Context: an optimization exercise on an open-source flow, tuned for small area. The choices shown serve that exercise and are no tape-out recipe.
The RTL was checked by simulation tests, not by an equivalence proof against the original design.

## core_top
module core_top (
    input  wire        clk,
    input  wire        rst,
    output wire        imem_req_valid,
    input  wire        imem_req_ready,
    output wire [63:0] imem_req_addr,
    input  wire        imem_rsp_valid,
    output wire        imem_rsp_ready,
    input  wire [63:0] imem_rsp_rdata,
    output wire        dmem_req_valid,
    input  wire        dmem_req_ready,
    output wire [63:0] dmem_req_addr,
    output wire        dmem_req_we,
    output wire [63:0] dmem_req_wdata,
    input  wire        dmem_rsp_valid,
    output wire        dmem_rsp_ready,
    input  wire [63:0] dmem_rsp_rdata,
    output wire        retire_valid,
    output wire [63:0] retire_pc,
    output wire [4:0]  retire_rd,
    output wire        retire_rd_we,
    output wire [63:0] retire_rd_data
);
    reg  [1:0]  ph;      
    reg         clr;     
    reg         act;     
    reg         ldw;     
    reg         irv;     
    reg  [31:0] ir;
    reg  [63:2] pc;      
    reg         nf;      
    reg         drop;    
    reg         guess;   
    reg         xd;      
    reg         rt;      
    reg         rval;    
    reg  [4:0]  rrd;
    reg         rwe;
    reg  [20:2] opc;     
    reg         nh;      
    reg         ns;      
    reg         tk;      
    reg         dpend;   
    reg  [2:0]  dout;    
    reg         carry;
    reg         eqacc;
    reg  [63:0] rr;      
    reg  [63:0] ww;      
    wire ph0 = (ph == 2'd0);
    wire ph3 = (ph == 2'd3);
    wire [6:0]  opcode = ir[6:0];
    wire [2:0]  f3     = ir[14:12];
    wire [4:0]  rd     = ir[11:7];
    wire [4:0]  rs1    = ir[19:15];
    wire [4:0]  rs2    = ir[24:20];
    wire is_op   = (opcode == 7'b0110011) && (f3 == 3'b000 || f3 == 3'b100 || f3[2:1] == 2'b11);
    wire is_addi = (opcode == 7'b0010011) && (f3 == 3'b000);
    wire is_ld   = (opcode == 7'b0000011) && (f3 == 3'b011);
    wire is_sd   = (opcode == 7'b0100011) && (f3 == 3'b011);
    wire is_br   = (opcode == 7'b1100011) && (f3[2:1] == 2'b00);
    wire is_jal  = (opcode == 7'b1101111);
  ...
clock: 7.0 ns
lec_check: 0
cap_margin: 20
core_margin: 2
core_utilization: 55
cts_cluster_diameter: 120
cts_cluster_size: 25
setup_slack_margin: 0.2
slew_margin: 20
synth_hierarchical: 1
synth_minimum_keep_size: 0
standard.sh (not shown) runs the stock make flow with config.mk's settings and CLKGATE_MAP_FILE= SYNTH_SCRIPT=/design/flow/synth_recipe.tcl, a recipe that flattens the netlist after the stock synthesis.
==> flow/flow/run.sh <==
#!/bin/bash
# The standard layout (the standard.sh, ORFS from synthesis to the final
# layout) with two changes: the buffers that buffer_ports puts on every input
# and output port are sky130_fd_sc_hd__buf_1 instead of the cell it picks by
# default, and clock tree synthesis inserts no dummy loads.  The full make
# output goes to standard.log in this folder; ORFS's own per-step logs are
# under orfs/logs.
set -euo pipefail
bash standard.sh \
  "BUFFER_PORTS_ARGS=-buffer_cell sky130_fd_sc_hd__buf_1" \
  "CTS_ARGS=-sink_clustering_enable -repair_clock_nets -sink_clustering_size 25 -sink_clustering_max_diameter 120 -dont_use_dummy_load" \
  finish > standard.log 2>&1
Then changed:
--- a/flow/design.v
+++ b/flow/design.v
@@ -143,21 +143,22 @@
     output wire [63:0] retire_pc,
     output wire [4:0]  retire_rd,
     output wire        retire_rd_we,
     output wire [63:0] retire_rd_data
 );
     reg  [1:0]  ph;      
     reg         clr;     
     reg         act;     
     reg         ldw;     
     reg         irv;     
-    reg  [31:0] ir;
+    reg  [31:7] ir;      
+    reg  [2:0]  cls;     
     reg  [63:2] pc;      
     reg         nf;      
     reg         drop;    
     reg         guess;   
     reg         xd;      
     reg         rt;      
     reg         rval;    
     reg  [4:0]  rrd;
     reg         rwe;
     reg  [20:2] opc;     
@@ -165,32 +166,38 @@
     reg         ns;      
     reg         tk;      
     reg         dpend;   
     reg  [2:0]  dout;    
     reg         carry;
     reg         eqacc;
     reg  [63:0] rr;      
     reg  [63:0] ww;      
     wire ph0 = (ph == 2'd0);
     wire ph3 = (ph == 2'd3);
-    wire [6:0]  opcode = ir[6:0];
     wire [2:0]  f3     = ir[14:12];
     wire [4:0]  rd     = ir[11:7];
     wire [4:0]  rs1    = ir[19:15];
     wire [4:0]  rs2    = ir[24:20];
-    wire is_op   = (opcode == 7'b0110011) && (f3 == 3'b000 || f3 == 3'b100 || f3[2:1] == 2'b11);
-    wire is_addi = (opcode == 7'b0010011) && (f3 == 3'b000);
-    wire is_ld   = (opcode == 7'b0000011) && (f3 == 3'b011);
-    wire is_sd   = (opcode == 7'b0100011) && (f3 == 3'b011);
-    wire is_br   = (opcode == 7'b1100011) && (f3[2:1] == 2'b00);
-    wire is_jal  = (opcode == 7'b1101111);
-    wire known   = is_op | is_addi | is_ld | is_sd | is_br | is_jal;
+    localparam [2:0] C_NONE = 3'd0;    
+    localparam [2:0] C_OP   = 3'd1;
+    localparam [2:0] C_ADDI = 3'd2;
+    localparam [2:0] C_LD   = 3'd3;
+    localparam [2:0] C_SD   = 3'd4;
+    localparam [2:0] C_BR   = 3'd5;
+    localparam [2:0] C_JAL  = 3'd6;
+    wire is_op   = (cls == C_OP);
+    wire is_addi = (cls == C_ADDI);
+    wire is_ld   = (cls == C_LD);
+    wire is_sd   = (cls == C_SD);
+    wire is_br   = (cls == C_BR);
+    wire is_jal  = (cls == C_JAL);
+    wire known   = (cls != C_NONE);
     wire writes  = is_op | is_addi | is_ld | is_jal;
     wire is_sub  = is_op && (f3 == 3'b000) && ir[30];
     wire use_imm = is_addi | is_ld | is_sd;
     wire        run;
     wire        wen;
     wire [15:0] wd;
     wire [15:0] a_rf;
     wire [15:0] b_rf;
     reg_file u_rf (
         .clk (clk),
@@ -280,20 +287,28 @@
     always @(*) begin
         chain[0] = rt && nh;
         for (h = 0; h < 43; h = h + 1) begin
             chain[h+1] = chain[h] && (pc[21+h] != ns);
             hi[21+h]   = pc[21+h] ^ chain[h];
         end
     end
     wire [63:2] pc_d = {hi, advance ? lo : pc[20:2]};
     wire ld_ir = (!irv || advance) && nf && !drop && imem_rsp_valid;
     wire [31:0] nxt = pc_d[2] ? imem_rsp_rdata[63:32] : imem_rsp_rdata[31:0];
+    wire [2:0]  nf3 = nxt[14:12];
+    wire [2:0]  nxt_cls =
+        (nxt[6:0] == 7'b0110011 && (nf3 == 3'b000 || nf3 == 3'b100 || nf3[2:1] == 2'b11)) ? C_OP :
+        (nxt[6:0] == 7'b0010011 && nf3 == 3'b000) ? C_ADDI :
+        (nxt[6:0] == 7'b0000011 && nf3 == 3'b011) ? C_LD :
+        (nxt[6:0] == 7'b0100011 && nf3 == 3'b011) ? C_SD :
+        (nxt[6:0] == 7'b1100011 && nf3[2:1] == 2'b00) ? C_BR :
+        (nxt[6:0] == 7'b1101111) ? C_JAL : C_NONE;
     assign imem_req_valid = !nf && !hchg && !(rt && nh);
     assign imem_req_addr  = {pc[63:21], lo[18:1], 3'b000};
     assign imem_rsp_ready = drop || ((!irv || adv_any) && nf);
     wire byp = end_rnd;
     assign dmem_req_valid = dpend || mem_iss;
     assign dmem_req_we    = is_sd;
     wire [15:0] addr3;
     writeback_stage u_addr3 (
         .a   (a_rf),
         .sgn (imm12[11]),
@@ -338,38 +353,36 @@
             else if (imem_rsp_valid) drop <= 1'b0;
             rt    <= advance;
             if (advance) xd <= 1'b0;
             else if (end_fin || fixup) xd <= 1'b1;
             dpend <= dmem_req_valid && !dmem_req_ready;
             dout  <= dout + {2'd0, dfire} - {2'd0, drfire};
         end
     end
     always @(posedge clk) begin
         if (ld_ir) begin
-            ir    <= nxt;
-            guess <= (nxt[6:0] == 7'b1101111) ||
-                     (nxt[6:0] == 7'b1100011 && nxt[14:12] == 3'b001);
+            ir    <= nxt[31:7];
+            cls   <= nxt_cls;
+            guess <= (nxt_cls == C_JAL) || (nxt_cls == C_BR && nxt[12]);
         end else if (fixup) begin
             guess <= !guess;
         end
         if (end_fin) tk <= taken;
-        if (advance) begin
-            rval <= known;
-            rrd  <= rd;
-            rwe  <= writes;
-            opc  <= pc[20:2];
-            nh   <= hchg;
-            ns   <= sgn;
-        end
+        rval <= known;
+        rrd  <= rd;
+        rwe  <= writes;
+        opc  <= pc[20:2];
+        nh   <= hchg;
+        ns   <= sgn;
+        carry <= cout;
+        eqacc <= (ph0 || eqacc) && (a_rf == b_rf);
         if (run) begin
-            carry <= cout;
-            eqacc <= (ph0 || eqacc) && (a_rf == b_rf);
             case (ph)
                 2'd0:    begin rr[15:0]  <= res; ww[15:0]  <= b_rf; end
                 2'd1:    begin rr[31:16] <= res; ww[31:16] <= b_rf; end
                 2'd2:    begin rr[47:32] <= res; ww[47:32] <= b_rf; end
                 default: begin rr[63:48] <= res; ww[63:48] <= b_rf; end
             endcase
         end
     end
 endmodule
 `default_nettype wire
=> The changed run completed with no timing, DRC or antenna violations. Clock skew falls by 0.021 ns. Setup slack improved by 0.020 ns. Via count rises by a few percent. Cell count rises by a few percent. Routed wire length rises by a few percent. Global-route usage rises by 1.1 points. Register-to-register slack improved by 0.10 ns. Sequential share of layout area falls by 0.66 points. Cell area barely changes. Die area is about the same. Sequential cell count falls by 4.

## static timing again, ports no longer ideal
Ports are ideal in the flow. The routed layouts listed here were re-timed in OpenROAD. Step 1 sets driving cells, clkbuf_16 on the clock port and buf_2 on the other inputs (assumed; they add their load-dependent delay and slew). Step 2, shift: input delay + t, output delay - t, t = (earliest + latest rising clock arrival at the registers) / 2. This alone moves slack from input paths to output paths. a / b / c = ideal ports / drivers / drivers and shift; a / b = the first two.
| run | t, ns | setup WS [ns] | hold WS [ns] | worst setup path at the end |
|---|---|---|---|---|
| the first run | 0.791 | 0.198 / 0.121 / 0.240 | 0.268 / 0.268 / 0.268 | register to register |
| the second run | 0.804 | 0.218 / 0.143 / 0.341 | 0.255 / 0.255 / 0.255 | register to register |
After both steps setup and hold are still met in every run listed.
